What follows belongs to an exercise in optimizing a design on an open flow for small area, a short achievable clock period and few clock cycles; a production flow would make more cautious choices.
The RTL was checked by simulation tests, not by an equivalence proof against the original design.
Power figures rest on the tool's default switching activity, not on a simulated workload.

## old
==> flow/design.v <==
package stt_pkg;
  localparam int SLOTS = 16;
  localparam int QR    = 2;    
  localparam logic [1:0] OP_ADD    = 2'd0;
  localparam logic [1:0] OP_CANCEL = 2'd1;
  localparam logic [1:0] OP_TICK   = 2'd2;
  localparam logic [1:0] OP_NONE   = 2'd3;
endpackage
module stt_cell (
  input  logic        clk,
  input  logic        rst_n,
  input  logic        add_sel,     
  input  logic        tick,        
  input  logic        cancel,      
  input  logic [15:0] cancel_id,
  input  logic [23:0] ivl_in,
  input  logic        ivz_in,      
  input  logic        per_in,
  input  logic        rn_in,
  input  logic [15:0] new_id,
  output logic        valid,
  output logic        valid_nxt,   
  output logic        exp,         
  output logic [15:0] id
);
  logic [23:0] rem_r, ivl_r;
  logic        per_r, zero_r, ivz_r;
  assign exp = valid && zero_r;
  always_comb begin
    if (!rst_n)                          valid_nxt = 1'b0;
    else if (add_sel)                    valid_nxt = 1'b1;
    else if (tick && exp && !per_r)      valid_nxt = 1'b0;
    else if (cancel && id == cancel_id)  valid_nxt = 1'b0;
    else                                 valid_nxt = valid;
  end
  always_ff @(posedge clk) begin
    valid <= valid_nxt;
    if (add_sel) begin
      id    <= new_id;
      ivl_r <= ivl_in;
      ivz_r <= ivz_in;
      per_r <= per_in;
    end
    if (add_sel) begin
      rem_r  <= rn_in ? 24'd0 : ivl_in;
      zero_r <= rn_in || ivz_in;
    end else if (tick) begin
      rem_r  <= zero_r ? ivl_r : rem_r - 24'd1;
      zero_r <= zero_r ? ivz_r : (rem_r == 24'd1);
    end
  end
endmodule
module software_timer_table_top (
  input  logic          clk,
  input  logic          rst_n,
  input  logic          in_valid,
  output logic          in_ready,
  input  logic [43:0]   in_data,
  output logic          out_valid,
  input  logic          out_ready,
  output logic [18:0]   out_data
);
  localparam int SLOTS = stt_pkg::SLOTS;
  localparam int QR    = stt_pkg::QR;
  localparam int PW    = (QR > 1) ? $clog2(QR) : 1;
  logic [1:0]  op;
  logic [23:0] ivl_in;
  logic        per_in, rn_in, ivz_in;
  logic [15:0] cid_in;
  logic        c_v_r, c_exec;
  logic [43:0] c_d_r;
  assign op     = c_d_r[43:42];
  assign ivl_in = c_d_r[41:18];
  assign per_in = c_d_r[17];
  assign rn_in  = c_d_r[16];
  assign cid_in = c_d_r[15:0];
  assign ivz_in = (ivl_in == 24'd0);
  logic [15:0]      next_id_r;
  logic             out_valid_r;
  logic [18:0]      out_data_r;
  logic             lock_r;
  logic             hv_r, ht_r;          
  logic [16:0]      hp_r;                
  logic [QR-1:0]    qv_r, qt_r;
  logic [16:0]      qp_r [QR];
  logic [PW-1:0]    qh_r, qtl_r;
  logic [SLOTS-1:0] valid_vec, valid_nxt, exp_vec, freeing, first_free, add_sel;
  logic [15:0]      ids [SLOTS];
  logic             acc, is_add, is_tick, is_cancel, any_free;
  always_comb begin
    first_free = '0;
    for (int i = SLOTS - 1; i >= 0; i--)
      if (!valid_vec[i]) first_free = SLOTS'(1) << i;
  end
  assign any_free = !(&valid_vec);
  assign c_exec    = !lock_r && !(&qv_r);
  assign in_ready  = !c_v_r || c_exec;
  assign acc       = c_v_r && c_exec;
  always_ff @(posedge clk) begin
    if (!rst_n)        c_v_r <= 1'b0;
    else if (in_ready) c_v_r <= in_valid;
    if (in_ready) c_d_r <= in_data;
  end
  assign is_add    = acc && (op == stt_pkg::OP_ADD);
  assign is_tick   = acc && (op == stt_pkg::OP_TICK);
  assign is_cancel = acc && (op == stt_pkg::OP_CANCEL);
  assign add_sel   = is_add ? first_free : '0;
  for (genvar g = 0; g < SLOTS; g++) begin : g_slot
    stt_cell u_slot (
      .clk      (clk),
      .rst_n    (rst_n),
      .add_sel  (add_sel[g]),
      .tick     (is_tick),
      .cancel   (is_cancel),
      .cancel_id(cid_in),
      .ivl_in   (ivl_in),
      .ivz_in   (ivz_in),
      .per_in   (per_in),
      .rn_in    (rn_in),
      .new_id   (next_id_r),
      .valid    (valid_vec[g]),
      .valid_nxt(valid_nxt[g]),
      .exp      (exp_vec[g]),
      .id       (ids[g])
    );
  end
  logic [SLOTS-1:0] hmask, head_low, exp_low, slow;
  logic             head_single, exp_single, slast;
  logic [15:0]      sid;
  assign hmask       = hp_r[SLOTS-1:0];
  assign head_low    = hmask & (~hmask + SLOTS'(1));
  assign exp_low     = exp_vec & (~exp_vec + SLOTS'(1));
  assign head_single = (hmask == head_low);
  assign exp_single  = (exp_vec == exp_low);
  assign slow        = hv_r ? head_low : exp_low;
  assign slast       = hv_r ? head_single : exp_single;
  always_comb begin
    sid = '0;
    for (int i = 0; i < SLOTS; i++) if (slow[i]) sid = sid | ids[i];
  end
  logic        in_has, in_t;
  logic [16:0] in_p, ack_pay;
  assign ack_pay = {any_free ? next_id_r : 16'd0, !any_free};
  assign in_has  = is_add || (is_tick && |exp_vec);
  assign in_t    = !is_add;
  assign in_p    = is_add ? ack_pay : {1'b0, exp_vec};
  logic out_free, from_head, from_in, head_done, in_rest, ring_empty;
  assign out_free   = !out_valid_r || out_ready;
  assign from_head  = out_free && hv_r;
  assign from_in    = out_free && !hv_r;
  assign head_done  = from_head && (!ht_r || head_single);
  assign in_rest    = in_has && !(from_in && (is_add || exp_single));
  assign ring_empty = !(|qv_r);
  logic [SLOTS-1:0] pend_ring, pend_nxt;
  always_comb begin
    pend_ring = '0;
    for (int k = 0; k < QR; k++)
      if (qv_r[k] && qt_r[k]) pend_ring = pend_ring | qp_r[k][SLOTS-1:0];
  end
  assign pend_nxt = pend_ring
                  | ((hv_r && ht_r) ? hmask & ~(from_head ? head_low : '0) : '0)
                  | (is_tick ? exp_vec & ~(from_in ? exp_low : '0) : '0);
  assign freeing = ~valid_nxt;
  always_ff @(posedge clk) begin
    if (!rst_n) begin
      next_id_r   <= '0;
      out_valid_r <= 1'b0;
      lock_r      <= 1'b0;
      hv_r        <= 1'b0;
      qv_r        <= '0;
      qh_r        <= '0;
      qtl_r       <= '0;
    end else begin
      if (is_add && any_free) next_id_r <= next_id_r + 16'd1;
      if (out_free) out_valid_r <= hv_r || in_has;
      lock_r <= |(pend_nxt & freeing);
      if (!hv_r || head_done) begin
        if (!ring_empty) begin
          hv_r         <= 1'b1;
          qv_r[qh_r]   <= 1'b0;
          qh_r         <= (qh_r == PW'(QR - 1)) ? '0 : qh_r + PW'(1);
        end else begin
          hv_r <= in_rest;
        end
      end
      if (in_rest && !((!hv_r || head_done) && ring_empty)) begin
        qv_r[qtl_r] <= 1'b1;
        qtl_r       <= (qtl_r == PW'(QR - 1)) ? '0 : qtl_r + PW'(1);
      end
    end
    if (from_head) begin
      if (ht_r) out_data_r <= {1'b1, sid, 1'b0, head_single};
      else      out_data_r <= {1'b0, hp_r[16:1], hp_r[0], 1'b1};
    end else if (from_in) begin
      if (is_add) out_data_r <= {1'b0, ack_pay[16:1], ack_pay[0], 1'b1};
      else        out_data_r <= {1'b1, sid, 1'b0, exp_single};
    end
    if (!hv_r || head_done) begin
      if (!ring_empty) begin
        ht_r <= qt_r[qh_r];
        hp_r <= qp_r[qh_r];
      end else begin
        ht_r <= in_t;
        hp_r <= (from_in && !is_add) ? {1'b0, exp_vec & ~exp_low} : in_p;
      end
    end else if (from_head) begin
      hp_r <= {1'b0, hmask & ~head_low};
    end
    if (in_rest && !((!hv_r || head_done) && ring_empty)) begin
      qt_r[qtl_r] <= in_t;
      qp_r[qtl_r] <= in_p;
    end
  end
  assign out_valid = out_valid_r;
  assign out_data  = out_data_r;
endmodule
Settings: LEC_CHECK=0, CAP_MARGIN=20, CORE_MARGIN=2, CORE_UTILIZATION=60, CTS_CLUSTER_DIAMETER=60, CTS_CLUSTER_SIZE=25, SETUP_SLACK_MARGIN=4.3, SLEW_MARGIN=20, TNS_END_PERCENT=10; clock period 7.0 ns.
run.sh (not shown) runs the stock make flow with config.mk's settings and CLKGATE_MAP_FILE= SYNTH_SCRIPT=/design/flow/synth_recipe.tcl, a recipe that flattens the netlist after the stock synthesis.
Testbench counts of old, summed over its fixed seeds: cycles 16,048.
Setup changes, old to new
--- a/flow/config.mk
+++ b/flow/config.mk
@@ -10,4 +10,4 @@
-export CORE_UTILIZATION = 60
-export CTS_CLUSTER_DIAMETER = 60
-export CTS_CLUSTER_SIZE = 25
-export SETUP_SLACK_MARGIN = 4.3
+export CORE_UTILIZATION = 70
+export CTS_CLUSTER_DIAMETER = 100
+export CTS_CLUSTER_SIZE = 20
+export SETUP_SLACK_MARGIN = 4.5
- Between old and new, the cell count went down.
- Comparing old and new, sequential group share of total power is higher on new.
- Delta (new minus old): area taken by flip-flops and latches was more or less identical; post-synthesis compound-gate area fraction was more or less identical.

-- what the ideal ports hide --
The flow's constraints put no driver on any port. The routed layouts listed below were extracted and timed again, unchanged, in two steps. Step 1 (the two cells are an assumption about what drives the block):
set clk [get_ports {clk}]
set_driving_cell -lib_cell sky130_fd_sc_hd__clkbuf_16 $clk
set_driving_cell -lib_cell sky130_fd_sc_hd__buf_2 [delete_from_list [all_inputs] $clk]
Step 2 adds t to the input delays and takes it off the output delays; t is the mean of the earliest and latest rising clock arrival at the registers after step 1. Input paths then give back, and output paths get back, about the clock's delay inside the block. a / b / c = ideal / step 1 / step 2; a / b = the first two.
run	t (ns)	setup slack, ns	worst hold slack (ns)	slew at the worst register clock pin (ns)
old	0.807	3.858 / 3.832 / 3.238	0.562 / 0.562 / 0.562	0.10 / 0.10
new	0.736	3.924 / 3.917 / 3.342	0.568 / 0.568 / 0.568	0.10 / 0.10
After both steps every run listed still meets setup and hold. For old, which loses most, drivers alone change the setup slack by -0.026 ns; drivers and shift together by -0.620 ns.
